Context: an optimization exercise on an open-source flow, tuned for small area and a short achievable clock period. The choices shown serve that exercise and are no tape-out recipe.
Where RTL was checked, it was by simulation tests only, not by an equivalence proof against the original.
No activity file was given, so power comes from the tool's default toggle rates.

==> module dmem_sized, before the edit <==
module dmem_sized #(
    parameter int DEPTH   = 64,
    parameter int LATENCY = 1,
    parameter int AW      = 32
) (
    input  logic          clk,
    input  logic          reset,
    input  logic          req,
    input  logic          we,
    input  logic [1:0]    size,
    input  logic          uns,
    input  logic [AW-1:0] addr,
    input  logic [31:0]   wd,
    output logic [31:0]   rd,
    output logic          stall,
    output logic          done,
    output logic          misalign
);
    localparam int IW = $clog2(DEPTH);
    logic             b1, b2, done_q, pw;
    logic             busy_q;      
    logic             open_q;      
    logic             idle;
    logic             legal;
    logic             accept;
    logic             l_we, l_uns;
    logic [1:0]       l_size;
    logic [1:0]       l_addr;      
    logic [DEPTH-1:0] row;         
    logic [31:0]      l_wd;
    logic [31:0]      rd_q;
    logic [3:0]       keep;
    logic [DEPTH-1:0] row_d;
    logic [DEPTH-1:0] wsel, whld;
    logic [31:0]      mem [0:DEPTH-1];
    logic [31:0]      mem_d [0:DEPTH-1];
    logic [31:0]      rword;
    logic [31:0]      ldata;
    logic             unused_addr_hi;
    assign unused_addr_hi = ^addr[AW-1:IW+2];
    assign legal  = (size == 2'b00) | ((size == 2'b01) & ~addr[0]) |
                    ((size == 2'b10) & (addr[1:0] == 2'b00));
    assign idle   = ~b1 & ~b2;
    assign accept = open_q & req & legal;
    assign rd       = rd_q;
    assign done     = done_q;
    assign stall    = busy_q | (open_q & req & legal);
    assign misalign = open_q & req & ~legal;
    always_ff @(posedge clk) begin
        if (reset) begin
            b1     <= 1'b0;
            b2     <= 1'b0;
            done_q <= 1'b0;
            pw     <= 1'b0;
            busy_q <= 1'b0;
            open_q <= 1'b1;
        end else begin
            b1     <= accept;
            b2     <= b1;
            done_q <= b2;
            pw     <= b2 & l_we;
            busy_q <= accept | b1;
            open_q <= ~accept & ~b1 & ~b2;
        end
    end
    always_comb begin
        keep = 4'b0000;
        if (l_we)
            case (l_size)
                2'b00:   keep = 4'b0001 << l_addr[1:0];
                2'b01:   keep = l_addr[1] ? 4'b1100 : 4'b0011;
                default: keep = 4'b1111;
            endcase
    end
    always_ff @(posedge clk) begin
        if (idle) begin
            l_we   <= we;
            l_uns  <= uns;
            l_size <= size;
            l_addr <= addr[1:0];
            row    <= row_d;
            case (size)
                2'b00:   l_wd <= {4{wd[7:0]}};
                2'b01:   l_wd <= {2{wd[15:0]}};
                default: l_wd <= wd;
            endcase
        end else if (b1) begin
            for (int i = 0; i < 4; i++)
                if (!keep[i]) l_wd[8*i +: 8] <= rword[8*i +: 8];
        end
    end
    always_comb
        for (int w = 0; w < DEPTH; w++)
            row_d[w] = (addr[IW+1:2] == IW'(w));
    for (genvar i = 0; i < 32; i++) begin : g_rcol
        logic [DEPTH-1:0] col;
        for (genvar w = 0; w < DEPTH; w++) begin : g_c
            assign col[w] = mem[w][i];
        end
        dmem_sized_rcol #(.N(DEPTH)) u_rcol (.d(col), .s(row), .y(rword[i]));
    end
    always_comb begin
        logic [7:0]  b;
        logic [15:0] h;
        case (l_addr[1:0])
            2'd0:    b = l_wd[7:0];
            2'd1:    b = l_wd[15:8];
            2'd2:    b = l_wd[23:16];
            default: b = l_wd[31:24];
        endcase
        h = l_addr[1] ? l_wd[31:16] : l_wd[15:0];
        case (l_size)
            2'b00:   ldata = l_uns ? {24'd0, b} : {{24{b[7]}}, b};
            2'b01:   ldata = l_uns ? {16'd0, h} : {{16{h[15]}}, h};
            default: ldata = l_wd;
        endcase
    end
    always_ff @(posedge clk) begin
        if (reset)              rd_q <= 32'd0;
        else if (b2 && !l_we)   rd_q <= ldata;
    end
    assign wsel = row & {DEPTH{pw}};
    assign whld = ~wsel;
    for (genvar w = 0; w < DEPTH; w++) begin : g_word
        for (genvar i = 0; i < 32; i++) begin : g_bit
            dmem_sized_hold u_nx (.q(mem[w][i]), .h(whld[w]), .s(wsel[w]), .d(l_wd[i]),
                                  .y(mem_d[w][i]));
        end
        always_ff @(posedge clk) mem[w] <= mem_d[w];
    end
endmodule
==> module dmem_sized_rcol, before the edit <==
module dmem_sized_rcol #(
    parameter int N = 64
) (
    input  logic [N-1:0] d,
    input  logic [N-1:0] s,
    output logic         y
);
    localparam int G3 = N / 3;             
    localparam int R  = N - 3 * G3;        
    localparam int G  = G3 + (R != 0);     
    localparam int G4 = (G + 3) / 4;       
    localparam int G2 = (G4 + 1) / 2;      
    logic [G-1:0]  gn;                     
    logic [G4-1:0] t;                      
    logic [G2-1:0] u;                      
    for (genvar g = 0; g < G3; g++) begin : g_aoi
        dmem_sized_aoi3 u_aoi (.a(d[3*g]), .sa(s[3*g]), .b(d[3*g+1]), .sb(s[3*g+1]),
                               .c(d[3*g+2]), .sc(s[3*g+2]), .y(gn[g]));
    end
    if (R == 1) begin : g_r1
        dmem_sized_nand #(.N(2)) u_r (.a({d[N-1], s[N-1]}), .y(gn[G3]));
    end else if (R == 2) begin : g_r2
        assign gn[G3] = ~((d[N-2] & s[N-2]) | (d[N-1] & s[N-1]));
    end
    for (genvar k = 0; k < G4; k++) begin : g_nand
        localparam int K = (G - 4 * k < 4) ? G - 4 * k : 4;
        dmem_sized_nand #(.N(K)) u_n (.a(gn[4*k +: K]), .y(t[k]));
    end
    for (genvar k = 0; k < G2; k++) begin : g_nor
        localparam int K = (G4 - 2 * k < 2) ? G4 - 2 * k : 2;
        dmem_sized_nor #(.N(K)) u_n (.a(t[2*k +: K]), .y(u[k]));
    end
    dmem_sized_nand #(.N(G2)) u_y (.a(u), .y(y));
endmodule
make LEC_CHECK=0 CAP_MARGIN=20 CORE_MARGIN=2 CORE_UTILIZATION=55 SETUP_SLACK_MARGIN=2.0 SLEW_MARGIN=20 SYNTH_HIERARCHICAL=1 finish   # period 4.5 ns
run.sh (not shown) runs the stock make flow with config.mk's settings and CLKGATE_MAP_FILE= SYNTH_SCRIPT=/design/flow/synth_recipe.tcl, a recipe that flattens the netlist after the stock synthesis.
Next try:
--- a/flow/design.v
+++ b/flow/design.v
@@ -17,6 +17,8 @@
     output logic          misalign
 );
     localparam int IW = $clog2(DEPTH);
+    localparam int NG = 4;                 
+    localparam int GW = DEPTH / NG;        
     logic             b1, b2, done_q, pw;
     logic             busy_q;      
     logic             open_q;      
@@ -35,6 +37,8 @@
     logic [31:0]      mem [0:DEPTH-1];
     logic [31:0]      mem_d [0:DEPTH-1];
     logic [31:0]      rword;
+    logic [31:0]      rp_d [0:NG-1];       
+    logic [31:0]      rp   [0:NG-1];
     logic [31:0]      ldata;
     logic             unused_addr_hi;
     assign unused_addr_hi = ^addr[AW-1:IW+2];
@@ -84,7 +88,7 @@
                 2'b01:   l_wd <= {2{wd[15:0]}};
                 default: l_wd <= wd;
             endcase
-        end else if (b1) begin
+        end else if (b2) begin
             for (int i = 0; i < 4; i++)
                 if (!keep[i]) l_wd[8*i +: 8] <= rword[8*i +: 8];
         end
@@ -92,27 +96,36 @@
     always_comb
         for (int w = 0; w < DEPTH; w++)
             row_d[w] = (addr[IW+1:2] == IW'(w));
-    for (genvar i = 0; i < 32; i++) begin : g_rcol
-        logic [DEPTH-1:0] col;
-        for (genvar w = 0; w < DEPTH; w++) begin : g_c
-            assign col[w] = mem[w][i];
-        end
-        dmem_sized_rcol #(.N(DEPTH)) u_rcol (.d(col), .s(row), .y(rword[i]));
+    for (genvar g = 0; g < NG; g++) begin : g_grp
+        for (genvar i = 0; i < 32; i++) begin : g_rcol
+            logic [GW-1:0] col;
+            for (genvar w = 0; w < GW; w++) begin : g_c
+                assign col[w] = mem[g*GW+w][i];
+            end
+            dmem_sized_rcol #(.N(GW)) u_rcol (.d(col), .s(row[g*GW +: GW]), .yn(rp_d[g][i]));
+        end
+        always_ff @(posedge clk) rp[g] <= rp_d[g];
+    end
+    always_comb begin
+        rword = '1;
+        for (int g = 0; g < NG; g++)
+            rword = rword & rp[g];
+        rword = ~rword;
     end
     always_comb begin
         logic [7:0]  b;
         logic [15:0] h;
         case (l_addr[1:0])
-            2'd0:    b = l_wd[7:0];
-            2'd1:    b = l_wd[15:8];
-            2'd2:    b = l_wd[23:16];
-            default: b = l_wd[31:24];
+            2'd0:    b = rword[7:0];
+            2'd1:    b = rword[15:8];
+            2'd2:    b = rword[23:16];
+            default: b = rword[31:24];
         endcase
-        h = l_addr[1] ? l_wd[31:16] : l_wd[15:0];
+        h = l_addr[1] ? rword[31:16] : rword[15:0];
         case (l_size)
             2'b00:   ldata = l_uns ? {24'd0, b} : {{24{b[7]}}, b};
             2'b01:   ldata = l_uns ? {16'd0, h} : {{16{h[15]}}, h};
-            default: ldata = l_wd;
+            default: ldata = rword;
         endcase
     end
     always_ff @(posedge clk) begin
@@ -143,16 +156,14 @@
 ) (
     input  logic [N-1:0] d,
     input  logic [N-1:0] s,
-    output logic         y
+    output logic         yn
 );
     localparam int G3 = N / 3;             
     localparam int R  = N - 3 * G3;        
     localparam int G  = G3 + (R != 0);     
     localparam int G4 = (G + 3) / 4;       
-    localparam int G2 = (G4 + 1) / 2;      
     logic [G-1:0]  gn;                     
     logic [G4-1:0] t;                      
-    logic [G2-1:0] u;                      
     for (genvar g = 0; g < G3; g++) begin : g_aoi
         dmem_sized_aoi3 u_aoi (.a(d[3*g]), .sa(s[3*g]), .b(d[3*g+1]), .sb(s[3*g+1]),
                                .c(d[3*g+2]), .sc(s[3*g+2]), .y(gn[g]));
@@ -166,11 +177,7 @@
         localparam int K = (G - 4 * k < 4) ? G - 4 * k : 4;
         dmem_sized_nand #(.N(K)) u_n (.a(gn[4*k +: K]), .y(t[k]));
     end
-    for (genvar k = 0; k < G2; k++) begin : g_nor
-        localparam int K = (G4 - 2 * k < 2) ? G4 - 2 * k : 2;
-        dmem_sized_nor #(.N(K)) u_n (.a(t[2*k +: K]), .y(u[k]));
-    end
-    dmem_sized_nand #(.N(G2)) u_y (.a(u), .y(y));
+    dmem_sized_nor #(.N(G4)) u_y (.a(t), .y(yn));
 endmodule
 module dmem_sized_aoi3 (
     input  logic a,
What happened:
- The new run produced a clean layout
- synthesized cell count increases by 4.8%
- power is higher by 6.1%
- core utilization drops by 1.4 points
- design area is higher by 2.1%
- sequential share of layout area rises by 1.8 points
- clock skew is about the same
- area after synthesis climbs by 4.1%
- setup slack improves by 0.69 ns
- critical path depth shrinks by 3
- cell count goes up by 3.3%
- maximum frequency went up by 27%
- register-to-register slack is better by 0.69 ns
- combinational power increases by 5.3%
No functional check of the RTL was part of the first run of this note.

-- re-timing with driven ports --
The results above use ideal ports. As a check the final layouts listed here were re-extracted and re-timed, cells and wires unchanged. Step 1 assumes that a clkbuf_16 drives the clock port and a buf_2 every other input. Step 2, shift: input delay + t, output delay - t, t = (earliest + latest rising clock arrival at the registers) / 2. This alone moves slack from input paths to output paths. a / b / c = ideal ports / drivers / drivers and shift; a / b = the first two.
run	t, ns	setup WS [ns]	worst slew at a driven data input, ns
the first run	0.901	1.244 / 1.244 / 1.244	0.19
the second run	0.911	1.939 / 1.939 / 1.568	0.16
After both steps setup and hold are still met in every run listed. The setup slack of the second run, which loses most, moves by 0.000 ns with the drivers and by -0.371 ns with both steps.
